Context: an optimization exercise on an open-source flow, tuned for small area, a short achievable clock period and few clock cycles per item. The choices shown serve that exercise and are no tape-out recipe. Function was not checked in any run shown here: the RTL went through the layout flow alone. No activity file was given, so power comes from the tool's default toggle rates.

**flow/design.v**
```verilog
`timescale 1ns/1ps
package rv_exec_pkg;
  localparam logic [6:0] opc_op     = 7'b0110011;   
  localparam logic [6:0] opc_op_imm = 7'b0010011;   
  localparam logic [6:0] opc_lui    = 7'b0110111;
  localparam logic [6:0] opc_auipc  = 7'b0010111;
  localparam logic [6:0] opc_branch = 7'b1100011;
  localparam logic [6:0] opc_jal    = 7'b1101111;
  localparam logic [6:0] opc_jalr   = 7'b1100111;
  localparam logic [6:0] opc_system = 7'b1110011;   
  localparam logic [31:0] ebreak_word = 32'h00100073;
  localparam logic [6:0] f7_base = 7'b0000000;
  localparam logic [6:0] f7_alt  = 7'b0100000;   
endpackage
`timescale 1ns/1ps
module exec_decode (
  input  logic [31:0] i_instr,
  output logic        o_is_branch,
  output logic        o_is_jal,
  output logic        o_is_jalr,
  output logic        o_is_lui,
  output logic        o_is_auipc,
  output logic        o_writes,
  output logic        o_illegal,
  output logic        o_halt
);
  logic [6:0] opc;
  logic [2:0] f3;
  logic [6:0] f7;
  logic       is_op;
  logic       is_op_imm;
  logic       is_system;
  assign opc = i_instr[6:0];
  assign f3  = i_instr[14:12];
  assign f7  = i_instr[31:25];
  assign is_op       = opc == rv_exec_pkg::opc_op;
  assign is_op_imm   = opc == rv_exec_pkg::opc_op_imm;
  assign o_is_lui    = opc == rv_exec_pkg::opc_lui;
  assign o_is_auipc  = opc == rv_exec_pkg::opc_auipc;
  assign o_is_branch = opc == rv_exec_pkg::opc_branch;
  assign o_is_jal    = opc == rv_exec_pkg::opc_jal;
  assign o_is_jalr   = opc == rv_exec_pkg::opc_jalr;
  assign is_system   = opc == rv_exec_pkg::opc_system;
  assign o_halt   = i_instr == rv_exec_pkg::ebreak_word;
  assign o_writes = is_op | is_op_imm | o_is_lui | o_is_auipc | o_is_jal | o_is_jalr;
  always_comb begin
    o_illegal = 1'b0;
    if (is_op)
      o_illegal = !(f7 == rv_exec_pkg::f7_base ||
                    (f7 == rv_exec_pkg::f7_alt && (f3 == 3'd0 || f3 == 3'd5)));
    else if (is_op_imm)
      o_illegal = (f3 == 3'd1 && f7 != rv_exec_pkg::f7_base) ||
                  (f3 == 3'd5 && f7 != rv_exec_pkg::f7_base && f7 != rv_exec_pkg::f7_alt);
    else if (o_is_branch)
      o_illegal = f3[2:1] == 2'b01;
    else if (o_is_jalr)
      o_illegal = f3 != 3'd0;
    else if (is_system)
      o_illegal = !o_halt;
    else if (!(o_is_lui || o_is_auipc || o_is_jal))
      o_illegal = 1'b1;
  end
endmodule
`timescale 1ns/1ps
module exec_alu (
  input  logic [31:0] i_instr,
  input  logic [31:0] i_rs1,
  input  logic [31:0] i_rs2,
  output logic [31:0] o_result,
  output logic        o_cond
);
  logic [2:0]  f3;
  logic [31:0] imm_i;
  logic [31:0] op_b;
  logic        use_rs2;
  logic        is_branch;
  logic        sub;
  logic [31:0] sum;
  logic        carry;
  logic        ltu;
  logic        lt;
  logic        eq;
  logic [31:0] x;
  logic        left;
  logic [31:0] sh_in;
  logic [31:0] sh_out;
  logic [31:0] sll_res;
  logic [32:0] sh_wide;
  logic [31:0] rs1_rev;
  assign f3        = i_instr[14:12];
  assign imm_i     = {{20{i_instr[31]}}, i_instr[31:20]};
  assign use_rs2   = i_instr[5] & ~i_instr[2];
  assign is_branch = i_instr[6] & ~i_instr[2];
  assign op_b      = use_rs2 ? i_rs2 : imm_i;
  assign sub = is_branch | (~i_instr[6] & ((f3[2:1] == 2'b01) |
                                          (i_instr[5] & i_instr[30] & (f3 == 3'b000))));
  assign {carry, sum} = {1'b0, i_rs1} + {1'b0, op_b ^ {32{sub}}} + {32'd0, sub};
  assign ltu = ~carry;
  assign lt  = (i_rs1[31] ^ op_b[31]) ? i_rs1[31] : ltu;
  assign x   = i_rs1 ^ op_b;
  assign eq  = ~|x;
  assign left  = ~f3[2];
  always_comb begin
    for (int k = 0; k < 32; k++) begin
      rs1_rev[k] = i_rs1[31 - k];
      sll_res[k] = sh_out[31 - k];
    end
  end
  assign sh_in   = left ? rs1_rev : i_rs1;
  assign sh_wide = $signed({i_instr[30] & ~left & i_rs1[31], sh_in}) >>> op_b[4:0];
  assign sh_out  = sh_wide[31:0];
  always_comb begin
    case (f3)
      3'd0: o_result = sum;
      3'd1: o_result = sll_res;
      3'd2: o_result = {31'd0, lt};
      3'd3: o_result = {31'd0, ltu};
      3'd4: o_result = x;
      3'd5: o_result = sh_out;
      3'd6: o_result = i_rs1 | op_b;
      default: o_result = i_rs1 & op_b;
    endcase
  end
  assign o_cond = (f3[2] ? (f3[1] ? ltu : lt) : eq) ^ f3[0];
endmodule
`timescale 1ns/1ps
module exec_branch (
  input  logic [31:0] i_instr,
  input  logic [31:0] i_pc,
  input  logic [31:0] i_alu,      
  input  logic        i_cond,
  input  logic        i_is_branch,
  input  logic        i_is_jal,
  input  logic        i_is_jalr,
  output logic [31:0] o_pc_rel,   
  output logic [31:0] o_link,     
  output logic [31:0] o_target,
  output logic        o_taken,
  output logic        o_misaligned
);
  logic [31:0] imm;
  logic        tgt1;
  always_comb begin
    if (i_is_jal)
      imm = {{12{i_instr[31]}}, i_instr[19:12], i_instr[20], i_instr[30:21], 1'b0};
    else if (i_is_branch)
      imm = {{20{i_instr[31]}}, i_instr[7], i_instr[30:25], i_instr[11:8], 1'b0};
    else
      imm = {i_instr[31:12], 12'b0};
  end
  assign o_pc_rel = i_pc + imm;
  assign o_link   = i_pc + 32'd4;
  assign o_target = i_is_jalr ? {i_alu[31:1], 1'b0} : o_pc_rel;
  assign o_taken  = i_is_jal | i_is_jalr | (i_is_branch & i_cond);
  assign tgt1         = i_is_jalr ? i_alu[1] : (i_pc[1] ^ imm[1]);
  assign o_misaligned = o_taken & tgt1;
endmodule
`timescale 1ns/1ps
module exec_retire (
  input  logic [31:0] i_instr,
  input  logic [31:0] i_pc,
  input  logic [31:0] i_alu,
  input  logic        i_cond,
  output logic [31:0] o_next_pc,
  output logic [4:0]  o_rd_addr,
  output logic [31:0] o_rd_data,
  output logic        o_trap,
  output logic        o_halt
);
  logic        is_branch;
  logic        is_jal;
  logic        is_jalr;
  logic        is_lui;
  logic        is_auipc;
  logic        writes;
  logic        illegal;
  logic [31:0] pc_rel;
  logic [31:0] link;
  logic [31:0] target;
  logic        taken;
  logic        misaligned;
  exec_decode exec_decode_inst (
    .i_instr     (i_instr),
    .o_is_branch (is_branch),
    .o_is_jal    (is_jal),
    .o_is_jalr   (is_jalr),
    .o_is_lui    (is_lui),
    .o_is_auipc  (is_auipc),
    .o_writes    (writes),
    .o_illegal   (illegal),
    .o_halt      (o_halt)
  );
  exec_branch exec_branch_inst (
    .i_instr      (i_instr),
    .i_pc         (i_pc),
    .i_alu        (i_alu),
    .i_cond       (i_cond),
    .i_is_branch  (is_branch),
    .i_is_jal     (is_jal),
    .i_is_jalr    (is_jalr),
    .o_pc_rel     (pc_rel),
    .o_link       (link),
    .o_target     (target),
    .o_taken      (taken),
    .o_misaligned (misaligned)
  );
  assign o_trap    = illegal | misaligned;
  assign o_next_pc = (taken & ~o_trap) ? target : link;
  assign o_rd_addr = (writes & ~o_trap) ? i_instr[11:7] : 5'd0;
  always_comb begin
    if (is_lui) o_rd_data = {i_instr[31:12], 12'b0};
    else if (is_auipc) o_rd_data = pc_rel;
    else if (is_jal | is_jalr) o_rd_data = link;
    else o_rd_data = i_alu;
  end
endmodule
`timescale 1ns/1ps
module rv_exec_top (
  input  logic        i_clk,
  input  logic        i_rst,
  input  logic        i_in_valid,
  output logic        o_in_ready,
  input  logic [31:0] i_in_instr,
  input  logic [31:0] i_in_pc,
  input  logic [31:0] i_in_rs1_data,
  input  logic [31:0] i_in_rs2_data,
  output logic        o_out_valid,
  input  logic        i_out_ready,
  output logic [31:0] o_out_instr,
  output logic [31:0] o_out_pc,
  output logic [31:0] o_out_next_pc,
  output logic [4:0]  o_out_rd_addr,
  output logic [31:0] o_out_rd_data,
  output logic        o_out_trap,
  output logic        o_out_halt
);
  logic        advance;
  logic [31:0] alu_d;
  logic        cond_d;
  logic [31:0] instr_q;
  logic [31:0] pc_q;
  logic [31:0] alu_q;
  logic        cond_q;
  assign advance    = !o_out_valid | i_out_ready;
  assign o_in_ready = advance;
  exec_alu exec_alu_inst (
    .i_instr  (i_in_instr),
    .i_rs1    (i_in_rs1_data),
    .i_rs2    (i_in_rs2_data),
    .o_result (alu_d),
    .o_cond   (cond_d)
  );
  always_ff @(posedge i_clk) begin
    if (i_rst) o_out_valid <= 1'b0;
    else if (advance) o_out_valid <= i_in_valid;
  end
  always_ff @(posedge i_clk) begin
    if (advance) begin   
      instr_q <= i_in_instr;
      pc_q    <= i_in_pc;
      alu_q   <= alu_d;
      cond_q  <= cond_d;
    end
  end
  exec_retire exec_retire_inst (
    .i_instr   (instr_q),
    .i_pc      (pc_q),
    .i_alu     (alu_q),
    .i_cond    (cond_q),
    .o_next_pc (o_out_next_pc),
    .o_rd_addr (o_out_rd_addr),
    .o_rd_data (o_out_rd_data),
    .o_trap    (o_out_trap),
    .o_halt    (o_out_halt)
  );
  assign o_out_instr = instr_q;
  assign o_out_pc    = pc_q;
endmodule
`timescale 1ns/1ps
module rv_exec (
  input  logic        i_clk,
  input  logic        i_rst,
  input  logic        i_in_valid,
  output logic        o_in_ready,
  input  logic [31:0] i_in_instr,
  input  logic [31:0] i_in_pc,
  input  logic [31:0] i_in_rs1_data,
  input  logic [31:0] i_in_rs2_data,
  output logic        o_out_valid,
  input  logic        i_out_ready,
  output logic [31:0] o_out_instr,
  output logic [31:0] o_out_pc,
  output logic [31:0] o_out_next_pc,
  output logic [4:0]  o_out_rd_addr,
  output logic [31:0] o_out_rd_data,
  output logic        o_out_trap,
  output logic        o_out_halt
);
  rv_exec_top rv_exec_top_inst (
    .i_clk         (i_clk),
    .i_rst         (i_rst),
    .i_in_valid    (i_in_valid),
    .o_in_ready    (o_in_ready),
    .i_in_instr    (i_in_instr),
    .i_in_pc       (i_in_pc),
    .i_in_rs1_data (i_in_rs1_data),
    .i_in_rs2_data (i_in_rs2_data),
    .o_out_valid   (o_out_valid),
    .i_out_ready   (i_out_ready),
    .o_out_instr   (o_out_instr),
    .o_out_pc      (o_out_pc),
    .o_out_next_pc (o_out_next_pc),
    .o_out_rd_addr (o_out_rd_addr),
    .o_out_rd_data (o_out_rd_data),
    .o_out_trap    (o_out_trap),
    .o_out_halt    (o_out_halt)
  );
endmodule
```
**flow/config.mk**
```make
export PLATFORM = sky130hd
export DESIGN_NAME = rv_exec
export DESIGN_NICKNAME = rv_exec
export VERILOG_FILES = /design/flow/design.v
export SDC_FILE = /design/flow/constraint.sdc
export NUM_CORES = 4
export LEC_CHECK = 0
export CAP_MARGIN = 20
export CORE_MARGIN = 2
export CORE_UTILIZATION = 40
export SLEW_MARGIN = 20
```
**flow/run.sh**
```bash
#!/bin/bash
# synth_recipe.tcl (not shown) runs the flow's synth.tcl, then flattens the netlist and writes it again
# the make line also repeats each setting of config.mk as NAME=value (left out here)
make -C /OpenROAD-flow-scripts/flow DESIGN_CONFIG=/design/flow/config.mk WORK_HOME=/design/flow/orfs CLKGATE_MAP_FILE= SYNTH_SCRIPT=/design/flow/synth_recipe.tcl finish
```
**flow/constraint.sdc**
```tcl
create_clock -name core_clock -period 4.2 [get_ports {i_clk}]
set_input_delay 0.8400 -clock core_clock [delete_from_list [all_inputs] [get_ports {i_clk}]]
set_output_delay 0.8400 -clock core_clock [all_outputs]
set_load 0.01 [all_outputs]
```
==> results of run 1 <==
[stage by stage]
step,setup WS (ps),TNS [ps]
floorplan,-874,-6750
global placement,-1250,-56850
detailed placement,-1270,-60660
CTS,-1210,-39570
global route,-1400,-52430
finish,-1190,-42090
[logic make-up (layout without fill, tap and decap cells)]
| logic type | after synthesis | count (layout) | synth area share (%) |
|---|---|---|---|
| compound gates | 582 | 582 | 26.4 |
| simple gates | 503 | 503 | 16.6 |
| buf+inv | 198 | 908 | 5.60 |
| fa+ha+maj | 129 | 129 | 11.7 |
| mux | 114 | 114 | 11.7 |
| xor+xnor | 111 | 111 | 6.97 |
| flops | 98 | 98 | 21.0 |
[layer usage]
metal	part of all wire (%)	wire (µm)	GRT usage [%]
met1	40	27900	47.1
met2	47	32900	64.0
met3	7.6	5370	4.42
met4	6.3	4440	21.3
met5	0	0	0
[synthesized netlist by cell type, types with 43 or more instances]
library cell	number	area (µm²)
clkbuf_1	80	300
a21o_1	55	413
inv_1	91	342
a21oi_1	189	946
xor2_1	43	377
ha_1	127	1590
mux2i_1	69	691
xnor2_1	68	596
o21ai_0	102	510
edfxtp_1	97	2910
nand2_1	147	552
nor2_1	168	631
[registers in the layout, indices dropped and copies added, names as in the netlist]
signal                        flops
rv_exec_top_inst.alu_q           32
rv_exec_top_inst.cond_q           1
rv_exec_top_inst.pc_q            32
rv_exec_top_inst.instr_q         32
rv_exec_top_inst.o_out_valid      1
[final timing paths]
check	from	endpoint	slack [ps]	cells after the start
worst max-delay path	rv_exec_top_inst.instr_q[0]$_DFFE_PP_	o_out_next_pc[31]	-1190	18
worst max register to register	rv_exec_top_inst.o_out_valid$_SDFFE_PP0P_	rv_exec_top_inst.pc_q[29]$_DFFE_PP_	2850	2
worst min-delay path	i_in_instr[5]	rv_exec_top_inst.instr_q[5]$_DFFE_PP_	700	1
worst min register to register	rv_exec_top_inst.o_out_valid$_SDFFE_PP0P_	rv_exec_top_inst.instr_q[11]$_DFFE_PP_	1010	2
[what timing repair did]
action / 4_1_cts / 5_1_grt
gates cloned: 0 / 0
setup buffers: 42 / 23
resized for setup: 377 / 54
endpoints found under the setup margin: 101 / 89
pin swaps: 71 / 37
[area by class of cell]
type                       count  share of cell area (%)
clock buffer                   9                    1.02
clock inverter                 7                   0.387
inverter                      95                    1.63
multi-input combinational   1439                    51.3
sequential                    98                    13.3
tap                          455                    2.59
timing repair buffer         797                    29.7
[worst register-to-register path: cells and delay by family (launching register included)]
kind	cells	cell delay [ps]
simple gates	1	150
buf+inv	1	440
flops	1	340
[power groups by stage]
stage | combinational, mW | sequential [mW] | clock [mW]
global placement | 3.18 | 1.33 | 0
floorplan | 1.56 | 1.31 | 0
global route | 3.70 | 1.32 | 0.930
detailed placement | 3.20 | 1.33 | 0
finish | 3.48 | 1.32 | 0.884
CTS | 3.33 | 1.31 | 0.902
==> results by group, run 1 <==
Setup path
  • CP max-delay cell: or4_4
  • Critical path type: register to output pin
  • Worst EP arrival: 4550 ps
  • Kind of cell adding the most delay to the critical path: simple AND/OR/NAND/NOR gates
  • Worst path most repeated cell: or4_4
  • Worst setup SP type: register
  • Crit path cell chain: nand2_2, or4_4, nor2_4, a21oi_4, nor2b_2, a21o_1, ha_4, a22o_1, or4_4, a21oi_2, o211ai_1, a221o_1, a31o_2, or4_4, nand3_2, o21ai_1, o21a_1, buf_2
  • Crit end category: output pin
  • Worst Path Max Fanout: 8
  • Crit-path max cell delay: around 510 ps
  • Buffers & Inverters on Critical Path: 1
  • Critical path required time: between 3000 and 4000 ps

Synthesis
  • Syn nets: between 1,500 and 2,000
  • Warnings from Yosys: 5
  • FFs w/ async S/R, synth: 0%
  • Syn Inst Count: 1,735
  • Sequential area share after synthesis: approximately a fifth
  • Average size of a mapped cell: between 8 and 9 µm²
  • Primary FF master, synth: edfxtp_1
  • Number of synthesized register bits: 98
  • Post-Syn Area: 14,000 µm²
  • Post-synth EDFFs: 97
  • Post-synth cell types: between 70 and 80

Die
  • Initial core utilization: roughly two fifths
  • Die area: 36,400 µm²
  • Die X: roughly 190 µm
  • Site Rows: between 60 and 70
  • Die Y: around 190 µm
  • Placeable Area: roughly 34,000 µm²
  • I/O pins: 269

Final layout
  • Layout cells sized above 1: between 30% and 40%
  • Sequential cell area: 2930 µm²
  • Multi-input logic area: 11,300 µm²
  • Layout Nets: around 2,700
  • Final core utilization: a little under two thirds
  • Area delta synth->final: 57.6%
  • Post-route cell area: between 20,000 and 25,000 µm²
  • Most frequent cells in the layout: buf_4 (502), clkdlybuf4s50_1 (193), nor2_1 (162)
  • Post-route insts no fill: approximately 2,900
  • N_diodes: 0
  • Filler Cells Inserted: 3,037
  • Commonest non-fill, non-tap cell in the layout: buf_4

Timing
  • Tcrit/Tclk final: 128%
  • RSZ-0062 raised after global routing: yes
  • Final Slew Violations: 0
  • Tightest Pin Transition: between 900 and 1000 ps
  • Final Skew: roughly 15 ps
  • Min Clock Period, post-route: between 5000 and 6000 ps
  • Fin. Hold Viols: 0
  • Relative slew slack: ~38%
  • Setup Viol. Count Final: 65
  • Max Fclk: ~0.19 GHz
  • Setup WS post-layout: -1190 ps
  • Fin Hold WS: between 600 and 700 ps

Routing
  • DRC violations left: 0
  • Final ANT Viol Nets: 0
  • Total wire length: ~71,000 µm
  • DR WL/cell: 24.4 µm
  • Initial DRC Count: approximately 1,600
  • DR vias/cell: 5.93
  • First-pass iteration count of the detailed router: 6
  • DR vias: approximately 17,000

Job
  • Max cap viols: 0

Pwr
  • Clock power share: around 16%
  • Worst vdd ir: 0.191 mV
  • Net Sw Frac: 40.8%
  • Leakage: 9.86 nW
  • Reg power frac: around 23%
  • Cell internal pwr: 3.36 mW
  • Pwr Density: 258 nW/µm²
  • NetSw: around 2.3 mW
  • Total power: between 5 and 6 mW
  • Gate power share: about three fifths

Clock tree
  • TritonCTS buffer count: 9
  • H-tree depth: 3
  • Hold-fix buffers at CTS: 0
  • Clock latency on the worst-skew pair: approximately 380 ps
  • Clk sinks: between 90 and 100
  • Clock tree buffer depth: 2
  • CTS tree: yes
  • Root Driver: clkbuf_16
  • CTS clk-pin slew, worst paths: ~70 ps

Global route
  • Gr ovfl total: 0
  • Largest net degree at the start of global routing: slightly below 100
  • Vias in the first global route: between 15,000 and 20,000
  • Total track usage: between 30% and 40%
  • First-pass GRT wire length: roughly 100,000 µm
  • Initial antenna violation count: 0

Placed design
  • DP Cell Count: about 2,800
  • Input/output buffers: roughly 270
  • Cell Area, Placed: roughly 21,000 µm²
  • Post-detail-place hpwl: around 57,000 µm
  • GP Congestion: ~1.0

Run status
  • Violated checks: setup timing
  • Outcome: failed layout checks

Hold path
  • Min-delay worst type: input pin to register
==> inputs of run 2 (changes only) <==
--- a/flow/design.v
+++ b/flow/design.v
@@ -68,4 +68,5 @@
   input  logic [31:0] i_rs2,
   output logic [31:0] o_result,
+  output logic [31:0] o_sum,
   output logic        o_cond
 );
@@ -76,5 +77,4 @@
   logic        is_branch;
   logic        sub;
-  logic [31:0] sum;
   logic        carry;
   logic        ltu;
@@ -95,10 +95,9 @@
   assign sub = is_branch | (~i_instr[6] & ((f3[2:1] == 2'b01) |
                                           (i_instr[5] & i_instr[30] & (f3 == 3'b000))));
-  assign {carry, sum} = {1'b0, i_rs1} + {1'b0, op_b ^ {32{sub}}} + {32'd0, sub};
+  assign {carry, o_sum} = {1'b0, i_rs1} + {1'b0, op_b ^ {32{sub}}} + {32'd0, sub};
   assign ltu = ~carry;
   assign lt  = (i_rs1[31] ^ op_b[31]) ? i_rs1[31] : ltu;
   assign x   = i_rs1 ^ op_b;
   assign eq  = ~|x;
-  assign left  = ~f3[2];
   always_comb begin
     for (int k = 0; k < 32; k++) begin
@@ -107,4 +106,5 @@
     end
   end
+  assign left    = ~f3[2];
   assign sh_in   = left ? rs1_rev : i_rs1;
   assign sh_wide = $signed({i_instr[30] & ~left & i_rs1[31], sh_in}) >>> op_b[4:0];
@@ -112,5 +112,5 @@
   always_comb begin
     case (f3)
-      3'd0: o_result = sum;
+      3'd0: o_result = o_sum;
       3'd1: o_result = sll_res;
       3'd2: o_result = {31'd0, lt};
@@ -128,5 +128,5 @@
   input  logic [31:0] i_instr,
   input  logic [31:0] i_pc,
-  input  logic [31:0] i_alu,      
+  input  logic [31:0] i_sum,      
   input  logic        i_cond,
   input  logic        i_is_branch,
@@ -142,7 +142,7 @@
   logic        tgt1;
   always_comb begin
-    if (i_is_jal)
+    if (i_instr[3])
       imm = {{12{i_instr[31]}}, i_instr[19:12], i_instr[20], i_instr[30:21], 1'b0};
-    else if (i_is_branch)
+    else if (i_instr[6])
       imm = {{20{i_instr[31]}}, i_instr[7], i_instr[30:25], i_instr[11:8], 1'b0};
     else
@@ -151,7 +151,7 @@
   assign o_pc_rel = i_pc + imm;
   assign o_link   = i_pc + 32'd4;
-  assign o_target = i_is_jalr ? {i_alu[31:1], 1'b0} : o_pc_rel;
+  assign o_target = i_is_jalr ? {i_sum[31:1], 1'b0} : o_pc_rel;
   assign o_taken  = i_is_jal | i_is_jalr | (i_is_branch & i_cond);
-  assign tgt1         = i_is_jalr ? i_alu[1] : (i_pc[1] ^ imm[1]);
+  assign tgt1         = i_is_jalr ? i_sum[1] : (i_pc[1] ^ imm[1]);
   assign o_misaligned = o_taken & tgt1;
 endmodule
@@ -160,8 +160,8 @@
   input  logic [31:0] i_instr,
   input  logic [31:0] i_pc,
-  input  logic [31:0] i_alu,
-  input  logic        i_cond,
+  input  logic [31:0] i_rs1,
+  input  logic [31:0] i_rs2,
   output logic [31:0] o_next_pc,
-  output logic [4:0]  o_rd_addr,
+  output logic        o_rd_write,   
   output logic [31:0] o_rd_data,
   output logic        o_trap,
@@ -175,4 +175,7 @@
   logic        writes;
   logic        illegal;
+  logic [31:0] alu;
+  logic [31:0] sum;
+  logic        cond;
   logic [31:0] pc_rel;
   logic [31:0] link;
@@ -191,9 +194,17 @@
     .o_halt      (o_halt)
   );
+  exec_alu exec_alu_inst (
+    .i_instr  (i_instr),
+    .i_rs1    (i_rs1),
+    .i_rs2    (i_rs2),
+    .o_result (alu),
+    .o_sum    (sum),
+    .o_cond   (cond)
+  );
   exec_branch exec_branch_inst (
     .i_instr      (i_instr),
     .i_pc         (i_pc),
-    .i_alu        (i_alu),
-    .i_cond       (i_cond),
+    .i_sum        (sum),
+    .i_cond       (cond),
     .i_is_branch  (is_branch),
     .i_is_jal     (is_jal),
@@ -205,12 +216,12 @@
     .o_misaligned (misaligned)
   );
-  assign o_trap    = illegal | misaligned;
-  assign o_next_pc = (taken & ~o_trap) ? target : link;
-  assign o_rd_addr = (writes & ~o_trap) ? i_instr[11:7] : 5'd0;
+  assign o_trap     = illegal | misaligned;
+  assign o_next_pc  = (taken & ~o_trap) ? target : link;
+  assign o_rd_write = writes & ~o_trap;
   always_comb begin
     if (is_lui) o_rd_data = {i_instr[31:12], 12'b0};
     else if (is_auipc) o_rd_data = pc_rel;
     else if (is_jal | is_jalr) o_rd_data = link;
-    else o_rd_data = i_alu;
+    else o_rd_data = alu;
   end
 endmodule
@@ -236,18 +247,22 @@
 );
   logic        advance;
-  logic [31:0] alu_d;
-  logic        cond_d;
-  logic [31:0] instr_q;
-  logic [31:0] pc_q;
-  logic [31:0] alu_q;
-  logic        cond_q;
+  logic [31:0] next_pc_d;
+  logic        rd_write_d;
+  logic [31:0] rd_data_d;
+  logic        trap_d;
+  logic        halt_d;
+  logic        rd_write_q;
   assign advance    = !o_out_valid | i_out_ready;
   assign o_in_ready = advance;
-  exec_alu exec_alu_inst (
-    .i_instr  (i_in_instr),
-    .i_rs1    (i_in_rs1_data),
-    .i_rs2    (i_in_rs2_data),
-    .o_result (alu_d),
-    .o_cond   (cond_d)
+  exec_retire exec_retire_inst (
+    .i_instr    (i_in_instr),
+    .i_pc       (i_in_pc),
+    .i_rs1      (i_in_rs1_data),
+    .i_rs2      (i_in_rs2_data),
+    .o_next_pc  (next_pc_d),
+    .o_rd_write (rd_write_d),
+    .o_rd_data  (rd_data_d),
+    .o_trap     (trap_d),
+    .o_halt     (halt_d)
   );
   always_ff @(posedge i_clk) begin
@@ -257,23 +272,14 @@
   always_ff @(posedge i_clk) begin
     if (advance) begin   
-      instr_q <= i_in_instr;
-      pc_q    <= i_in_pc;
-      alu_q   <= alu_d;
-      cond_q  <= cond_d;
+      o_out_instr   <= i_in_instr;
+      o_out_pc      <= i_in_pc;
+      o_out_next_pc <= next_pc_d;
+      rd_write_q    <= rd_write_d;
+      o_out_rd_data <= rd_data_d;
+      o_out_trap    <= trap_d;
+      o_out_halt    <= halt_d;
     end
   end
-  exec_retire exec_retire_inst (
-    .i_instr   (instr_q),
-    .i_pc      (pc_q),
-    .i_alu     (alu_q),
-    .i_cond    (cond_q),
-    .o_next_pc (o_out_next_pc),
-    .o_rd_addr (o_out_rd_addr),
-    .o_rd_data (o_out_rd_data),
-    .o_trap    (o_out_trap),
-    .o_halt    (o_out_halt)
-  );
-  assign o_out_instr = instr_q;
-  assign o_out_pc    = pc_q;
+  assign o_out_rd_addr = rd_write_q ? o_out_instr[11:7] : 5'd0;
 endmodule
 `timescale 1ns/1ps
==> run 2 against run 1 <==
Against the previous run: still fails the layout checks on setup timing; flip-flop and latch count rose by 34; critical path depth rose by 2; power grew 36%; count of clock-buffer cells in the layout up 9; worst setup slack better by 1000 ps; combinational power rose by 32%; cell count up 9.7%; synthesized cell count up 5.4%; clock skew fell by 3.9 ps.
==> results by group, run 2 <==
Clock tree
  • Clk sinks: 132 (was 98)
  • H-tree depth: 4 (was 3)
  • Root Driver: clkbuf_16 (unchanged)
  • Clock tree buffer depth: 2 (unchanged)
  • Clock latency on the worst-skew pair: 440 ps (was 380 ps)
  • TritonCTS buffer count: 17 (was 9)
  • CTS clk-pin slew, worst paths: 70 ps (about the same)
  • Hold-fix buffers at CTS: 0 (unchanged)
  • CTS tree: yes (unchanged)

Synthesis
  • Syn Inst Count: 1,829 (was 1,735)
  • Average size of a mapped cell: 8.33 µm² (was 8.04 µm²)
  • Post-synth EDFFs: 131 (was 97)
  • Post-Syn Area: 15,200 µm² (was 14,000 µm²)
  • Top-count cell post-synth: nand2_1 (was a21oi_1)
  • Warnings from Yosys: 5 (unchanged)
  • Synth area leader: edfxtp_1 (unchanged)
  • Post-synth cell types: 79 (was 78)
  • FFs w/ async S/R, synth: 0% (unchanged)
  • Synth top area share: 25.8% (was 20.9%)
  • Syn nets: 2,089 (was 1,996)
  • Number of synthesized register bits: 132 (was 98)
  • Synth cell count leaders: nand2_1 (193), a21oi_1 (175), nor2_1 (149) (was a21oi_1 (189), nor2_1 (168), nand2_1 (147))
  • Top cells by area, synth: edfxtp_1 (26%), ha_1 (10%), mux2i_1 (7.2%) (was edfxtp_1 (21%), ha_1 (11%), a21oi_1 (6.8%))
  • Sequential area share after synthesis: 26.0% (was 21.0%)
  • Primary FF master, synth: edfxtp_1 (unchanged)

Setup path
  • Buffers & Inverters on Critical Path: 6 (was 1)
  • Worst setup SP type: input pin (was register)
  • RR Startpoint: rv_exec_top_inst.o_out_valid$_SDFFE_PP0P_ (unchanged)
  • Crit end category: register (was output pin)
  • Setup slack, reg-to-reg: 2490 ps (was 2850 ps)
  • Crit path from: i_in_instr[12] (was rv_exec_top_inst.instr_q[0]$_DFFE_PP_)
  • Crit path cell chain: buf_6, nand3b_1, a221oi_4, buf_12, buf_12, buf_8, xnor2_1, ha_1, a211oi_2, nor2_1, a211oi_4, a211oi_4, o211ai_1, a21oi_2, buf_6, mux2i_4, o21ai_2, a21oi_4, buf_12, mux2_4 (was nand2_2, or4_4, nor2_4, a21oi_4, nor2b_2, a21o_1, ha_4, a22o_1, or4_4, a21oi_2, o211ai_1, a221o_1, a31o_2, or4_4, nand3_2, o21ai_1, o21a_1, buf_2)
  • Critical path depth: 20 (was 18)
  • End point of the critical path: rv_exec_top_inst.o_out_next_pc[31]$_DFFE_PP_ (was o_out_next_pc[31])
  • Worst Path Max Fanout: 8 (unchanged)
  • Worst path most repeated cell: buf_12 (was or4_4)
  • Crit-path max cell delay: 360 ps (was 510 ps)
  • CP max-delay cell: ha_1 (was or4_4)
  • Register-to-Register Path Depth: 2 (unchanged)
  • Critical path type: input pin to register (was register to output pin)
  • Worst EP arrival: 4590 ps (was 4550 ps)
  • Kind of cell adding the most delay to the critical path: compound AO/OA/AOI/OAI gates (was simple AND/OR/NAND/NOR gates)
  • RR Endpoint: rv_exec_top_inst.o_out_next_pc[8]$_DFFE_PP_ (was rv_exec_top_inst.pc_q[29]$_DFFE_PP_)
  • Critical path required time: 4400 ps (was 3360 ps)

Pwr
  • Clock power share: 19.4% (was 15.5%)
  • Cell internal pwr: 4.69 mW (was 3.36 mW)
  • NetSw: 3.05 mW (was 2.32 mW)
  • Reg power frac: 21.4% (was 23.2%)
  • Gate power share: 59.2% (was 61.3%)
  • Worst vdd ir: 0.267 mV (was 0.191 mV)
  • Pwr Density: 310 nW/µm² (was 258 nW/µm²)
  • Leakage: 10.9 nW (was 9.86 nW)
  • Net Sw Frac: 39.4% (was 40.8%)

Die
  • Die Y: 199 µm (was 191 µm)
  • I/O pins: 269 (unchanged)
  • Die X: 199 µm (was 191 µm)
  • Site Rows: 71 (was 68)
  • Initial core utilization: 40.5% (about the same)
  • Die area: 39,700 µm² (was 36,400 µm²)
  • Placeable Area: 37,600 µm² (was 34,500 µm²)

Routing
  • M1 WL: 32,500 µm (was 27,900 µm)
  • DR vias: 18,893 (was 17,199)
  • Max layer used: met4 (unchanged)
  • Metal3 WL: 8330 µm (was 5370 µm)
  • DR vias/cell: 5.94 (was 5.93)
  • Total wire length: 82,300 µm (was 70,600 µm)
  • Metal2 WL: 36,300 µm (was 32,900 µm)
  • DR WL/cell: 25.9 µm (was 24.4 µm)
  • Initial DRC Count: 2,098 (was 1,599)
  • Final ANT Viol Nets: 0 (unchanged)
  • DRC violations left: 0 (unchanged)
  • First-pass iteration count of the detailed router: 6 (unchanged)

Placed design
  • Post-detail-place hpwl: 66,600 µm (was 56,900 µm)
  • Input/output buffers: 268 (unchanged)
  • GP Congestion: 1.04 (was 1.02)
  • Cell Area, Placed: 23,100 µm² (was 20,700 µm²)

Global route
  • Total track usage: 40.8% (was 38.0%)
  • Vias in the first global route: 18,360 (was 16,599)
  • Largest net degree at the start of global routing: 56 (was 99)
  • First-pass GRT wire length: 117,000 µm (was 103,000 µm)
  • Initial antenna violation count: 0 (unchanged)
  • Gr ovfl total: 0 (unchanged)

Final layout
  • Most frequent cells in the layout: buf_4 (594), clkdlybuf4s50_1 (253), nand2_1 (188) (was buf_4 (502), clkdlybuf4s50_1 (193), nor2_1 (162))
  • Layout Nets: 2,917 (was 2,701)
  • N_diodes: 0 (unchanged)
  • Layout cells sized above 1: 33.0% (was 33.4%)
  • Commonest non-fill, non-tap cell in the layout: buf_4 (unchanged)
  • Area delta synth->final: 63.9% (was 57.6%)
  • Post-route cell area: 25,000 µm² (was 22,000 µm²)

Timing
  • RSZ-0062 raised after global routing: yes (unchanged)
  • Tightest Pin Transition: 766 ps (was 933 ps)
  • Setup WS post-layout: -191 ps (was -1190 ps)
  • Final Slew Violations: 0 (unchanged)
  • Fin. Hold Viols: 0 (unchanged)
  • Fin Hold WS: 619 ps (was 698 ps)
  • Relative slew slack: 48.6% (was 37.6%)
  • Setup Viol. Count Final: 37 (was 65)
  • Min Clock Period, post-route: 4390 ps (was 5390 ps)
  • Tcrit/Tclk final: 105% (was 128%)
  • Max Fclk: 0.228 GHz (was 0.186 GHz)
  • Final Skew: 10.6 ps (was 14.5 ps)

Job
  • Max cap viols: 0 (unchanged)

Run status
  • Violated checks: setup timing (unchanged)
  • Outcome: failed layout checks (unchanged)

Hold path
  • Min-delay src: i_in_instr[6] (was i_in_instr[5])
  • Min-delay worst type: input pin to register (unchanged)
[run 2: cell types whose count changed after synthesis, sizes merged, moves of 19 or more]
cell,change
a21o,-22
edfxtp,+34
mux2i,+40
nand2,+46
nor2,-19
o21ai,+34
[run 2: worst reg2reg max path, delay by kind of cell, from the launching register on]
family                 cells  cell delay, ps
buffers and inverters      1             650
DFF                        1             330
and+or+nand+nor            1             290
[run 2: how the worst min path moves through the flow]
stage / end / cells after the start / slack [ps]
6_report: rv_exec_top_inst.o_out_instr[6]$_DFFE_PP_ / 1 / 620
5_1_grt: rv_exec_top_inst.o_out_instr[6]$_DFFE_PP_ / 1 / 610
4_1_cts: rv_exec_top_inst.o_out_instr[6]$_DFFE_PP_ / 1 / 600
3_5_place_dp: rv_exec_top_inst.o_out_instr[28]$_DFFE_PP_ / 1 / 810
3_3_place_gp: rv_exec_top_inst.o_out_instr[28]$_DFFE_PP_ / 1 / 780
2_1_floorplan: rv_exec_top_inst.o_out_valid$_SDFFE_PP0P_ / 1 / 910
[run 2: power by group through the flow]
stage	sequential [mW]	combinational (mW)	clock [mW]
2_1_floorplan	1.73	1.68	0
3_3_place_gp	1.68	4.07	0
3_5_place_dp	1.68	4.10	0
4_1_cts	1.66	4.26	1.50
5_1_grt	1.66	4.80	1.55
6_report	1.66	4.59	1.50
[run 2: area by class of cell]
cell class | instances | area [µm²]
Clock buffer | 18 | 429
Clock inverter | 14 | 154
Fill cell | 3190 | 12600
Inverter | 89 | 337
Multi-Input combinational cell | 1503 | 11500
Sequential cell | 132 | 3950
Tap cell | 511 | 639
Timing Repair Buffer | 914 | 7990
[run 2: stage by stage]
step / TNS [ps] / cells / setup slack (ps) / util [%] / total power, mW
2_1_floorplan: -5510 / 1829 / -412 / - / 3.41
3_3_place_gp: -69260 / 3111 / -1560 / 61.5 / 5.75
3_5_place_dp: -75270 / 3111 / -1640 / 61.5 / 5.78
4_1_cts: -1920 / 3165 / -102 / 64.6 / 7.42
5_1_grt: -9330 / 3181 / -289 / 66.4 / 8.02
6_report: -5020 / 3181 / -191 / 66.4 / 7.75
[run 2: cells by family (layout without fill, tap and decap cells)]
logic type,after synthesis,count (layout),share of synthesized area [%]
DFF,132,132,26.0
buffers and inverters,194,1035,5.00
AOI/OAI and AO/OA,565,565,23.6
xor gates and xnor gates,117,117,6.73
muxes,150,150,11.8
adders and majority gates,128,128,10.6
and+or+nand+nor,543,543,16.3
[run 2: timing repair]
item                                   CTS  global route
setup buffers                           23            19
setup endpoints to repair               65            55
endpoints found under the hold margin    0             0
resized for setup                      127           116
pin swaps                               40            53
[run 2: routing by layer]
layer | track usage, % | vias up
li1 | - | 8477
met1 | 53.0 | 8944
met2 | 64.8 | 1229
met3 | 6.63 | 243
met4 | 22.3 | 0
met5 | 0 | -
==> inputs of run 3 (changes only) <==
--- a/flow/config.mk
+++ b/flow/config.mk
@@ -6,4 +6,5 @@
 export NUM_CORES = 4
 export LEC_CHECK = 0
+export ABC_CLOCK_PERIOD_IN_PS = 2000
 export CAP_MARGIN = 20
 export CORE_MARGIN = 2
==> run 3 against run 2 <==
Against the previous run: still fails the layout checks on setup timing; cell area stayed put; hold slack stayed put; count of clock-buffer cells in the layout stayed put; synthesized area stayed put; maximum frequency stayed put; cell count stayed put; global-route usage stayed put; critical endpoint unchanged; largest cell class unchanged.
==> results by group, run 3 <==
Run status
  • Outcome: failed layout checks (unchanged)
  • Violated checks: setup timing (unchanged)

Routing
  • Initial DRC Count: 2,098 (unchanged)
  • DR vias: 18,893 (unchanged)
  • Total wire length: 82,300 µm (unchanged)
  • DR vias/cell: 5.94 (unchanged)
  • First-pass iteration count of the detailed router: 6 (unchanged)
  • Final ANT Viol Nets: 0 (unchanged)
  • DRC violations left: 0 (unchanged)
  • DR WL/cell: 25.9 µm (unchanged)

Setup path
  • Critical path type: input pin to register (unchanged)
  • RR Startpoint: rv_exec_top_inst.o_out_valid$_SDFFE_PP0P_ (unchanged)
  • End point of the critical path: rv_exec_top_inst.o_out_next_pc[31]$_DFFE_PP_ (unchanged)
  • Worst setup SP type: input pin (unchanged)
  • Crit path from: i_in_instr[12] (unchanged)
  • Worst EP arrival: 4590 ps (about the same)
  • RR Endpoint: rv_exec_top_inst.o_out_next_pc[8]$_DFFE_PP_ (unchanged)
  • Crit end category: register (unchanged)
  • Setup slack, reg-to-reg: 2490 ps (about the same)
  • Register-to-Register Path Depth: 2 (unchanged)
  • Critical path required time: 4400 ps (about the same)
  • Worst Path Max Fanout: 8 (unchanged)

Global route
  • First-pass GRT wire length: 117,000 µm (unchanged)
  • Total track usage: 40.8% (unchanged)
  • Gr ovfl total: 0 (unchanged)
  • Initial antenna violation count: 0 (unchanged)
  • Largest net degree at the start of global routing: 56 (unchanged)
  • Vias in the first global route: 18,360 (unchanged)

Pwr
  • Cell internal pwr: 4.69 mW (unchanged)
  • Pwr Density: 310 nW/µm² (unchanged)
  • Leakage: 10.9 nW (unchanged)
  • Worst vdd ir: 0.267 mV (unchanged)
  • Gate power share: 59.2% (about the same)
  • NetSw: 3.05 mW (unchanged)
  • Net Sw Frac: 39.4% (unchanged)
  • Clock power share: 19.4% (about the same)
  • Reg power frac: 21.4% (about the same)

Placed design
  • Post-detail-place hpwl: 66,600 µm (unchanged)
  • Dpl ws: -1640 ps (unchanged)
  • DP Cell Count: 3,111 (unchanged)
  • GP Congestion: 1.04 (unchanged)
  • Cell Area, Placed: 23,100 µm² (unchanged)
  • Input/output buffers: 268 (unchanged)

Job
  • Max cap viols: 0 (unchanged)

Timing
  • Tightest Pin Transition: 766 ps (unchanged)
  • Final Skew: 10.6 ps (unchanged)
  • Relative slew slack: 48.6% (unchanged)
  • Setup Viol. Count Final: 37 (unchanged)
  • Final Slew Violations: 0 (unchanged)
  • RSZ-0062 raised after global routing: yes (unchanged)
  • Fin Hold WS: 619 ps (unchanged)
  • Tcrit/Tclk final: 105% (unchanged)
  • Min Clock Period, post-route: 4390 ps (unchanged)
  • Max Fclk: 0.228 GHz (unchanged)
  • Fin. Hold Viols: 0 (unchanged)
  • Setup WS post-layout: -191 ps (unchanged)

Final layout
  • Post-route cell area: 25,000 µm² (unchanged)
  • Final core utilization: 66.4% (unchanged)
  • Layout Nets: 2,917 (unchanged)
  • N_diodes: 0 (unchanged)
  • Layout cells sized above 1: 33.0% (unchanged)
  • Area delta synth->final: 63.9% (unchanged)
  • Post-route insts no fill: 3,181 (unchanged)
  • Most frequent cells in the layout: buf_4 (594), clkdlybuf4s50_1 (253), nand2_1 (188) (unchanged)
  • Commonest non-fill, non-tap cell in the layout: buf_4 (unchanged)

Clock tree
  • Hold-fix buffers at CTS: 0 (unchanged)
  • Clock tree buffer depth: 2 (unchanged)
  • Clk sinks: 132 (unchanged)
  • CTS clk-pin slew, worst paths: 70 ps (about the same)
  • H-tree depth: 4 (unchanged)
  • Clock latency on the worst-skew pair: 440 ps (about the same)
  • TritonCTS buffer count: 17 (unchanged)
  • CTS tree: yes (unchanged)
  • Root Driver: clkbuf_16 (unchanged)

Synthesis
  • Average size of a mapped cell: 8.33 µm² (unchanged)
  • Top-count cell post-synth: nand2_1 (unchanged)
  • FFs w/ async S/R, synth: 0% (unchanged)
  • Synth cell count leaders: nand2_1 (193), a21oi_1 (175), nor2_1 (149) (unchanged)
  • Post-synth cell types: 79 (unchanged)
  • Syn Inst Count: 1,829 (unchanged)
  • Syn nets: 2,089 (unchanged)
  • Number of synthesized register bits: 132 (unchanged)
  • Post-Syn Area: 15,200 µm² (unchanged)
  • Top cells by area, synth: edfxtp_1 (26%), ha_1 (10%), mux2i_1 (7.2%) (unchanged)
  • Post-synth EDFFs: 131 (unchanged)
  • Synth top area share: 25.8% (unchanged)
  • Primary FF master, synth: edfxtp_1 (unchanged)
  • Sequential area share after synthesis: 26.0% (unchanged)
  • Warnings from Yosys: 5 (unchanged)
  • Synth area leader: edfxtp_1 (unchanged)

Die
  • Die area: 39,700 µm² (unchanged)
  • Placeable Area: 37,600 µm² (unchanged)
  • Die Y: 199 µm (unchanged)
  • Die X: 199 µm (unchanged)
  • I/O pins: 269 (unchanged)
  • Site Rows: 71 (unchanged)
  • Initial core utilization: 40.5% (unchanged)

Hold path
  • Min-delay worst type: input pin to register (unchanged)
run 3: cell counts in the layout (fill, tap and decap cells not counted):
Identical to the previous run, type by type.
run 3: cells by family after synthesis:
kind of cell	synth area share [%]
AOI/OAI and AO/OA	23.6
and+or+nand+nor	16.3
muxes	11.8
DFF	26.0
adders and majority gates	10.6
buffers and inverters	5.00
xor gates and xnor gates	6.73
run 3: cell type report:
type / instances / area (µm²)
timing repair buffer: 914 / 7990
tap: 511 / 639
clock inverter: 14 / 154
fill: 3190 / 12600
clock buffer: 18 / 429
sequential: 132 / 3950
inverter: 89 / 337
multi-input combinational: 1503 / 11500
run 3: metal layers:
metal / part of all wire, % / up-vias / global-route usage (%)
li1: - / 8477 / -
met3: 10 / 243 / 6.63
met4: 6.3 / 0 / 22.3
met5: 0 / - / 0
met1: 39 / 8944 / 53.0
met2: 44 / 1229 / 64.8
run 3: per-stage QoR:
step	total power [mW]	TNS, ps
finish	7.75	-5020
global route	8.02	-9330
CTS	7.42	-1920
detailed placement	5.78	-75270
global placement	5.75	-69260
floorplan	3.41	-5510
run 3: worst min-delay path by stage:
stage,startpoint,end,slack [ps],cells past startpoint
6_report,i_in_instr[6],rv_exec_top_inst.o_out_instr[6]$_DFFE_PP_,620,1
2_1_floorplan,i_rst,rv_exec_top_inst.o_out_valid$_SDFFE_PP0P_,910,1
5_1_grt,i_in_instr[6],rv_exec_top_inst.o_out_instr[6]$_DFFE_PP_,610,1
3_3_place_gp,rv_exec_top_inst.o_out_valid$_SDFFE_PP0P_,rv_exec_top_inst.o_out_instr[28]$_DFFE_PP_,780,1
4_1_cts,i_in_instr[6],rv_exec_top_inst.o_out_instr[6]$_DFFE_PP_,600,1
3_5_place_dp,rv_exec_top_inst.o_out_valid$_SDFFE_PP0P_,rv_exec_top_inst.o_out_instr[28]$_DFFE_PP_,810,1
run 3: critical path, stage by stage:
cell      delay (ps)
buf_6             90
nand3b_1         190
a221oi_4         310
buf_12           180
buf_12           140
buf_8            120
xnor2_1           80
ha_1             360
a211oi_2          80
nor2_1           220
a211oi_4         100
a211oi_4         280
o211ai_1         150
a21oi_2          270
buf_6            170
mux2i_4          250
o21ai_2          100
a21oi_4          160
buf_12           160
mux2_4           310
run 3: what timing repair did:
item / in CTS / in global routing
resized for setup: 127 / 116
buffers inserted: 23 / 19
endpoints found under the hold margin: 0 / 0
setup endpoints to repair: 65 / 55
pin swaps: 40 / 53
run 3: power groups by stage:
stage	combinational, mW	sequential [mW]	clock (mW)
floorplan	1.68	1.73	0
global placement	4.07	1.68	0
detailed placement	4.10	1.68	0
CTS	4.26	1.66	1.50
global route	4.80	1.66	1.55
finish	4.59	1.66	1.50
==> inputs of run 4 (changes only) <==
--- a/flow/config.mk
+++ b/flow/config.mk
@@ -6,7 +6,7 @@
 export NUM_CORES = 4
 export LEC_CHECK = 0
-export ABC_CLOCK_PERIOD_IN_PS = 2000
 export CAP_MARGIN = 20
 export CORE_MARGIN = 2
 export CORE_UTILIZATION = 40
+export SETUP_SLACK_MARGIN = 2.0
 export SLEW_MARGIN = 20
==> run 4 against run 3 <==
Against the previous run: the layout still fails its checks (setup timing); routed wire length increased by 2.1%; combinational power rose by 12%; non-clock buffer count increased by 30; cell count up 0.91%; count of clock-buffer cells in the layout down 1; sequential power is essentially flat; power is 9.1% higher; global-route usage increased by 0.67 points; clock power increased by 12%; maximum frequency decreased by 0.14%; clock skew shrank 3.5 ps; critical endpoint is now rv_exec_top_inst.o_out_next_pc[3]$_DFFE_PP_.
==> results by group, run 4 <==
Run status
  • Outcome: failed layout checks (unchanged)
  • Violated checks: setup timing (unchanged)

Hold path
  • WHS Path Cells: 2 (was 1)
  • Hold endpoint: rv_exec_top_inst.o_out_instr[2]$_DFFE_PP_ (was rv_exec_top_inst.o_out_instr[6]$_DFFE_PP_)
  • Min-delay worst type: input pin to register (unchanged)
  • Min-delay src: i_in_instr[2] (was i_in_instr[6])

Pwr
  • Net Sw Frac: 39.0% (was 39.4%)
  • Leakage: 11.5 nW (was 10.9 nW)
  • Pwr Density: 318 nW/µm² (was 310 nW/µm²)
  • Reg power frac: 19.5% (was 21.4%)
  • Cell internal pwr: 5.16 mW (was 4.69 mW)
  • Gate power share: 60.7% (was 59.2%)
  • Clock power share: 19.8% (was 19.4%)
  • Total power: 8.45 mW (was 7.75 mW)
  • NetSw: 3.30 mW (was 3.05 mW)
  • Worst vdd ir: 0.280 mV (was 0.267 mV)

Final layout
  • Most frequent cells in the layout: buf_4 (581), clkdlybuf4s50_1 (220), nand2_1 (182) (was buf_4 (594), clkdlybuf4s50_1 (253), nand2_1 (188))
  • Layout Nets: 2,947 (was 2,917)
  • Filler Cells Inserted: 2,910 (was 3,190)
  • Sequential cell area: 3950 µm² (unchanged)
  • N_diodes: 0 (unchanged)
  • Layout cells sized above 1: 39.1% (was 33.0%)
  • Commonest non-fill, non-tap cell in the layout: buf_4 (unchanged)
  • Area delta synth->final: 74.4% (was 63.9%)
  • Multi-input logic area: 12,600 µm² (was 11,500 µm²)
  • Final core utilization: 70.7% (was 66.4%)
  • Post-route insts no fill: 3,210 (was 3,181)

Clock tree
  • Root Driver: clkbuf_16 (unchanged)
  • Hold-fix buffers at CTS: 0 (unchanged)
  • Clock latency on the worst-skew pair: 430 ps (was 440 ps)
  • TritonCTS buffer count: 17 (unchanged)
  • CTS clk-pin slew, worst paths: 60 ps (was 70 ps)
  • Clk sinks: 132 (unchanged)
  • Clock tree buffer depth: 2 (unchanged)
  • H-tree depth: 4 (unchanged)
  • CTS tree: yes (unchanged)

Timing
  • Fin Setup TNS: -4420 ps (was -5020 ps)
  • Max Fclk: 0.227 GHz (was 0.228 GHz)
  • Final Skew: 7.10 ps (was 10.6 ps)
  • Setup Viol. Count Final: 41 (was 37)
  • Setup WS post-layout: -197 ps (was -191 ps)
  • Min Clock Period, post-route: 4400 ps (was 4390 ps)
  • Fin Hold WS: 705 ps (was 619 ps)
  • Tightest Pin Transition: 771 ps (was 766 ps)
  • Fin. Hold Viols: 0 (unchanged)
  • RSZ-0062 raised after global routing: yes (unchanged)
  • Relative slew slack: 48.6% (about the same)
  • Tcrit/Tclk final: 105% (about the same)
  • Final Slew Violations: 0 (unchanged)

Global route
  • Initial antenna violation count: 1 (was 0)
  • Total track usage: 41.5% (was 40.8%)
  • Vias in the first global route: 18,524 (was 18,360)
  • Largest net degree at the start of global routing: 133 (was 56)
  • Gr ovfl total: 0 (unchanged)
  • First-pass GRT wire length: 119,000 µm (was 117,000 µm)

Setup path
  • Worst EP arrival: 4580 ps (was 4590 ps)
  • Crit-path max cell delay: 390 ps (was 360 ps)
  • CP max-delay cell: a221oi_4 (was ha_1)
  • Critical path type: input pin to register (unchanged)
  • Setup slack, reg-to-reg: 2600 ps (was 2490 ps)
  • Worst Path Max Fanout: 8 (unchanged)
  • Critical path required time: 4380 ps (was 4400 ps)
  • RR Startpoint: rv_exec_top_inst.o_out_valid$_SDFFE_PP0P_ (unchanged)
  • Kind of cell adding the most delay to the critical path: compound AO/OA/AOI/OAI gates (unchanged)
  • Register-to-Register Path Depth: 3 (was 2)
  • Crit path cell chain: buf_6, nand3b_1, a221oi_4, buf_12, buf_12, buf_12, buf_16, xnor2_2, ha_1, nand2_2, nor2_4, o311ai_4, a211oi_4, o211ai_1, a21oi_2, mux2i_2, o21ai_2, a21oi_4, buf_12, mux2_4 (was buf_6, nand3b_1, a221oi_4, buf_12, buf_12, buf_8, xnor2_1, ha_1, a211oi_2, nor2_1, a211oi_4, a211oi_4, o211ai_1, a21oi_2, buf_6, mux2i_4, o21ai_2, a21oi_4, buf_12, mux2_4)
  • RR Endpoint: rv_exec_top_inst.o_out_pc[31]$_DFFE_PP_ (was rv_exec_top_inst.o_out_next_pc[8]$_DFFE_PP_)
  • Buffers & Inverters on Critical Path: 6 (unchanged)
  • Worst path most repeated cell: buf_12 (unchanged)
  • Worst setup SP type: input pin (unchanged)
  • Crit end category: register (unchanged)

Synthesis
  • Post-synth EDFFs: 131 (unchanged)
  • Primary FF master, synth: edfxtp_1 (unchanged)
  • Number of synthesized register bits: 132 (unchanged)
  • Synth top area share: 25.8% (unchanged)
  • Post-Syn Area: 15,200 µm² (unchanged)
  • FFs w/ async S/R, synth: 0% (unchanged)
  • Sequential area share after synthesis: 26.0% (unchanged)
  • Average size of a mapped cell: 8.33 µm² (unchanged)
  • Top-count cell post-synth: nand2_1 (unchanged)
  • Warnings from Yosys: 5 (unchanged)
  • Post-synth cell types: 79 (unchanged)
  • Synth area leader: edfxtp_1 (unchanged)
  • Syn nets: 2,089 (unchanged)
  • Syn Inst Count: 1,829 (unchanged)
  • Top cells by area, synth: edfxtp_1 (26%), ha_1 (10%), mux2i_1 (7.2%) (unchanged)
  • Synth cell count leaders: nand2_1 (193), a21oi_1 (175), nor2_1 (149) (unchanged)

Die
  • I/O pins: 269 (unchanged)
  • Die X: 199 µm (unchanged)
  • Die Y: 199 µm (unchanged)
  • Placeable Area: 37,600 µm² (unchanged)
  • Site Rows: 71 (unchanged)
  • Die area: 39,700 µm² (unchanged)
  • Initial core utilization: 40.5% (unchanged)

Routing
  • DR vias: 19,277 (was 18,893)
  • DRC violations left: 0 (unchanged)
  • DR vias/cell: 6.01 (was 5.94)
  • Initial DRC Count: 1,939 (was 2,098)
  • First-pass iteration count of the detailed router: 6 (unchanged)
  • Final ANT Viol Nets: 0 (unchanged)
  • DR WL/cell: 26.2 µm (was 25.9 µm)
  • Total wire length: 84,100 µm (was 82,300 µm)

Placed design
  • Post-detail-place hpwl: 65,800 µm (was 66,600 µm)
  • GP Congestion: 1.09 (was 1.04)
  • DP Cell Count: 3,077 (was 3,111)
  • Input/output buffers: 268 (unchanged)

Job
  • Max cap viols: 0 (unchanged)
## run 4: cell counts after synthesis
Identical to the previous run, type by type.
## run 4: worst register-to-register path, stage by stage, from the launching register on
cell and delay (ps):
dfxtp_1 330, nand2b_4 120, buf_4 130, buf_12 480
## run 4: worst max-delay path by stage
stage,depth (start not counted),from,endpoint
finish,20,i_in_instr[12],rv_exec_top_inst.o_out_next_pc[3]$_DFFE_PP_
global route,19,i_in_instr[12],rv_exec_top_inst.o_out_next_pc[3]$_DFFE_PP_
CTS,19,i_in_instr[12],rv_exec_top_inst.o_out_next_pc[3]$_DFFE_PP_
detailed placement,19,i_in_instr[30],rv_exec_top_inst.o_out_next_pc[29]$_DFFE_PP_
global placement,18,i_in_instr[6],rv_exec_top_inst.o_out_next_pc[31]$_DFFE_PP_
floorplan,18,i_in_instr[5],rv_exec_top_inst.o_out_next_pc[3]$_DFFE_PP_
## run 4: kinds of logic after synthesis
logic type / count (synthesis) / synth area share [%]
AND/OR/NAND/NOR: 543 / 16.3
multiplexers: 150 / 11.8
adder cells (fa/ha/maj): 128 / 10.6
buffers and inverters: 194 / 5.00
AO/OA/AOI/OAI: 565 / 23.6
XOR/XNOR: 117 / 6.73
flip-flops: 132 / 26.0
## run 4: layout make-up
cell class,instances,share of cell area [%]
Clock buffer,17,1.60
Clock inverter,14,0.839
Inverter,89,1.37
Multi-Input combinational cell,1503,47.3
Sequential cell,132,14.9
Tap cell,511,2.41
Timing Repair Buffer,944,31.6
## run 4: through the flow
step	setup slack [ps]	instance area, µm²
final	-197	26600
after global routing	-298	26600
after CTS	-110	25400
after detailed placement	-1250	22900
after global placement	-1190	22900
after floorplan	-317	15700
## run 4: timing repair
item,in CTS,in global routing
buffers inserted,56,41
resized for setup,364,184
endpoints found under the setup margin,88,77
cloned,4,1
pin swaps,110,113
## run 4: power groups by stage
stage               Sequential [mW]  Clock [mW]  Combinational [mW]
finish                         1.65        1.68                5.13
global route                   1.66        1.72                5.35
CTS                            1.65        1.68                4.58
detailed placement             1.68           0                4.10
global placement               1.67           0                4.08
floorplan                      1.73           0                1.72
## run 4: metal layers
| metal | track usage [%] | vias up | part of all wire (%) |
|---|---|---|---|
| li1 | - | 8525 | - |
| met1 | 53.3 | 9216 | 39 |
| met2 | 65.0 | 1264 | 44 |
| met3 | 8.03 | 270 | 10 |
| met4 | 24.0 | 2 | 6.8 |
| met5 | 0 | - | 0.017 |
==> inputs of run 5 (changes only) <==
--- a/flow/config.mk
+++ b/flow/config.mk
@@ -9,4 +9,4 @@
 export CORE_MARGIN = 2
 export CORE_UTILIZATION = 40
-export SETUP_SLACK_MARGIN = 2.0
+export SETUP_SLACK_MARGIN = 1.0
 export SLEW_MARGIN = 20
==> run 5 against run 4 <==
Against the previous run: the layout still fails its checks (setup timing); die area unchanged; combinational power shrank 3%; first-iteration DRC count is 3.1% lower; critical endpoint is now rv_exec_top_inst.rd_write_q$_DFFE_PP_; largest cell class unchanged; highest routed layer unchanged.
==> results by group, run 5 <==
Hold path
  • WHS Path Cells: 1 (was 2)
  • Hold endpoint: rv_exec_top_inst.o_out_instr[5]$_DFFE_PP_ (was rv_exec_top_inst.o_out_instr[2]$_DFFE_PP_)
  • Min-delay worst type: input pin to register (unchanged)
  • Min-delay src: i_in_instr[5] (was i_in_instr[2])

Routing
  • Final ANT Viol Nets: 0 (unchanged)
  • Initial DRC Count: 1,878 (was 1,939)
  • Total wire length: 85,200 µm (was 84,100 µm)
  • DR WL/cell: 26.7 µm (was 26.2 µm)
  • DR vias/cell: 6.00 (was 6.01)
  • DRC violations left: 0 (unchanged)
  • DR vias: 19,154 (was 19,277)
  • First-pass iteration count of the detailed router: 6 (unchanged)

Global route
  • Initial antenna violation count: 1 (unchanged)
  • Gr ovfl total: 0 (unchanged)
  • First-pass GRT wire length: 121,000 µm (was 119,000 µm)
  • Vias in the first global route: 18,708 (was 18,524)
  • Largest net degree at the start of global routing: 97 (was 133)
  • Total track usage: 42.1% (was 41.5%)

Setup path
  • Critical path required time: 4400 ps (was 4380 ps)
  • Worst EP arrival: 4540 ps (was 4580 ps)
  • Crit path from: i_in_instr[13] (was i_in_instr[12])
  • Worst Path Max Fanout: 5 (was 8)
  • Critical path type: input pin to register (unchanged)
  • Setup slack, reg-to-reg: 2790 ps (was 2600 ps)
  • RR Startpoint: rv_exec_top_inst.o_out_valid$_SDFFE_PP0P_ (unchanged)
  • Crit end category: register (unchanged)
  • RR Endpoint: rv_exec_top_inst.o_out_instr[4]$_DFFE_PP_ (was rv_exec_top_inst.o_out_pc[31]$_DFFE_PP_)
  • Register-to-Register Path Depth: 2 (was 3)
  • Worst setup SP type: input pin (unchanged)

Placed design
  • Dpl ws: -1270 ps (was -1250 ps)
  • DP Cell Count: 3,085 (was 3,077)
  • GP Congestion: 1.05 (was 1.09)
  • Input/output buffers: 268 (unchanged)
  • Post-detail-place hpwl: 66,900 µm (was 65,800 µm)

Clock tree
  • Hold-fix buffers at CTS: 0 (unchanged)
  • Clock latency on the worst-skew pair: 440 ps (was 430 ps)
  • CTS clk-pin slew, worst paths: 60 ps (about the same)
  • H-tree depth: 4 (unchanged)
  • CTS tree: yes (unchanged)
  • TritonCTS buffer count: 17 (unchanged)
  • Clk sinks: 132 (unchanged)
  • Root Driver: clkbuf_16 (unchanged)
  • Clock tree buffer depth: 2 (unchanged)

Synthesis
  • Synth top area share: 25.8% (unchanged)
  • Syn Inst Count: 1,829 (unchanged)
  • Synth cell count leaders: nand2_1 (193), a21oi_1 (175), nor2_1 (149) (unchanged)
  • Top cells by area, synth: edfxtp_1 (26%), ha_1 (10%), mux2i_1 (7.2%) (unchanged)
  • Number of synthesized register bits: 132 (unchanged)
  • Post-Syn Area: 15,200 µm² (unchanged)
  • Post-synth cell types: 79 (unchanged)
  • FFs w/ async S/R, synth: 0% (unchanged)
  • Primary FF master, synth: edfxtp_1 (unchanged)
  • Average size of a mapped cell: 8.33 µm² (unchanged)
  • Post-synth EDFFs: 131 (unchanged)
  • Top-count cell post-synth: nand2_1 (unchanged)
  • Synth area leader: edfxtp_1 (unchanged)
  • Warnings from Yosys: 5 (unchanged)
  • Syn nets: 2,089 (unchanged)
  • Sequential area share after synthesis: 26.0% (unchanged)

Die
  • Die area: 39,700 µm² (unchanged)
  • Initial core utilization: 40.5% (unchanged)
  • Die Y: 199 µm (unchanged)
  • Site Rows: 71 (unchanged)
  • Die X: 199 µm (unchanged)
  • Placeable Area: 37,600 µm² (unchanged)
  • I/O pins: 269 (unchanged)

Final layout
  • Filler Cells Inserted: 3,016 (was 2,910)
  • Area delta synth->final: 70.5% (was 74.4%)
  • Commonest non-fill, non-tap cell in the layout: buf_4 (unchanged)
  • N_diodes: 0 (unchanged)
  • Most frequent cells in the layout: buf_4 (584), clkdlybuf4s50_1 (252), nand2_1 (187) (was buf_4 (581), clkdlybuf4s50_1 (220), nand2_1 (182))
  • Layout cells sized above 1: 36.8% (was 39.1%)
  • Sequential cell area: 3950 µm² (unchanged)
  • Multi-input logic area: 12,200 µm² (was 12,600 µm²)
  • Layout Nets: 2,929 (was 2,947)
  • Final core utilization: 69.1% (was 70.7%)
  • Post-route insts no fill: 3,193 (was 3,210)

Timing
  • Fin Hold WS: 638 ps (was 705 ps)
  • Final Skew: 7.85 ps (was 7.10 ps)
  • Relative slew slack: 55.8% (was 48.6%)
  • Setup WS post-layout: -136 ps (was -197 ps)
  • RSZ-0062 raised after global routing: yes (unchanged)
  • Max Fclk: 0.231 GHz (was 0.227 GHz)
  • Fin Setup TNS: -993 ps (was -4420 ps)
  • Min Clock Period, post-route: 4340 ps (was 4400 ps)
  • Tcrit/Tclk final: 103% (was 105%)
  • Setup Viol. Count Final: 27 (was 41)
  • Final Slew Violations: 0 (unchanged)
  • Tightest Pin Transition: 657 ps (was 771 ps)
  • Fin. Hold Viols: 0 (unchanged)

Run status
  • Outcome: failed layout checks (unchanged)
  • Violated checks: setup timing (unchanged)

Pwr
  • Leakage: 11.1 nW (was 11.5 nW)
  • Pwr Density: 316 nW/µm² (was 318 nW/µm²)
  • Worst vdd ir: 0.331 mV (was 0.280 mV)

Job
  • Max cap viols: 0 (unchanged)
==> run 5: cell counts after synthesis <==
No cell type changed its count.
==> run 5: stage by stage <==
step	total power [mW]	instance area, µm²
after floorplan	3.45	15700
after global placement	5.76	23000
after detailed placement	5.79	23000
after CTS	7.74	25100
after global routing	8.47	26000
final	8.20	26000
==> run 5: layout make-up <==
| cell class | instances | share of cell area, % |
|---|---|---|
| Clock buffer | 17 | 1.64 |
| Clock inverter | 15 | 0.703 |
| Inverter | 89 | 1.32 |
| Multi-Input combinational cell | 1503 | 47.1 |
| Sequential cell | 132 | 15.2 |
| Tap cell | 511 | 2.46 |
| Timing Repair Buffer | 926 | 31.6 |
==> run 5: power breakdown <==
group	switching, mW	internal [mW]
combinational	2.57	2.42
sequential	0.0582	1.60
clock	0.619	0.935
==> run 5: timing repair <==
| item | in CTS | in global routing |
|---|---|---|
| setup endpoints to repair | 66 | 66 |
| pin swaps | 83 | 64 |
| endpoints found under the hold margin | 0 | 0 |
| setup buffers | 48 | 25 |
| gates resized for setup | 273 | 125 |
| cloned | 2 | 1 |
==> run 5: logic make-up after synthesis <==
family	after synthesis	synth area share, %
and+or+nand+nor	543	16.3
buffers and inverters	194	5.00
adders and majority gates	128	10.6
muxes	150	11.8
AOI/OAI and AO/OA	565	23.6
xor gates and xnor gates	117	6.73
DFF	132	26.0
==> run 5: critical path, stage by stage <==
cell and delay, ps:
clkdlybuf4s15_2 220, nor2_2 60, a221oi_4 310, buf_6 180, buf_16 140, buf_4 140
xnor2_4 80, ha_4 290, o21ai_4 70, o21ai_2 170, a211oi_2 90, buf_4 170
a211oi_4 250, o211ai_1 140, a21oi_2 270, mux2i_2 300, buf_4 160, buf_6 80
buf_6 100, a21oi_2 30, o21bai_1 250, o21ba_4 190
==> run 5: how the worst max path moves through the flow <==
stage	endpoint	slack [ps]	cells after the start
after floorplan	rv_exec_top_inst.o_out_next_pc[3]$_DFFE_PP_	-320	18
after global placement	rv_exec_top_inst.o_out_next_pc[3]$_DFFE_PP_	-1180	18
after detailed placement	rv_exec_top_inst.o_out_next_pc[3]$_DFFE_PP_	-1270	18
after CTS	rv_exec_top_inst.rd_write_q$_DFFE_PP_	40	21
after global routing	rv_exec_top_inst.o_out_next_pc[3]$_DFFE_PP_	-180	19
final	rv_exec_top_inst.rd_write_q$_DFFE_PP_	-140	22
==> run 5: metal layers <==
metal  global-route usage [%]  up-vias  wire [µm]
met3                     9.00      295       8600
met4                     24.5        2       5820
met2                     67.2     1227      38000
li1                         -     8483          -
met1                     52.5     9147      32800
met5                        0        -         11

## what the ideal ports hide
Ports are ideal in the flow. The routed layouts listed here were re-timed in OpenROAD. Step 1, drivers: a clkbuf_16 drives i_clk and a buf_2 each remaining input, both assumed. Step 2 also shifts input and output timing later by t, the mid clock arrival at the registers, as if the neighbouring blocks saw the same clock. Slacks: no drivers / after step 1 / after step 2; pairs: no drivers / after step 1.
run | t, ns | setup WS [ns] | worst setup path after step 2 | worst slew at a driven data input, ns
run 1 | 0.415 | -1.186 / -1.231 / -0.815 | register to output | 0.06
run 2 | 0.491 | -0.191 / -0.175 / -0.667 | input to register | 0.09
run 3 | 0.491 | -0.191 / -0.175 / -0.667 | input to register | 0.09
run 4 | 0.479 | -0.197 / -0.180 / -0.659 | input to register | 0.06
run 5 | 0.489 | -0.136 / -0.117 / -0.607 | input to register | 0.08
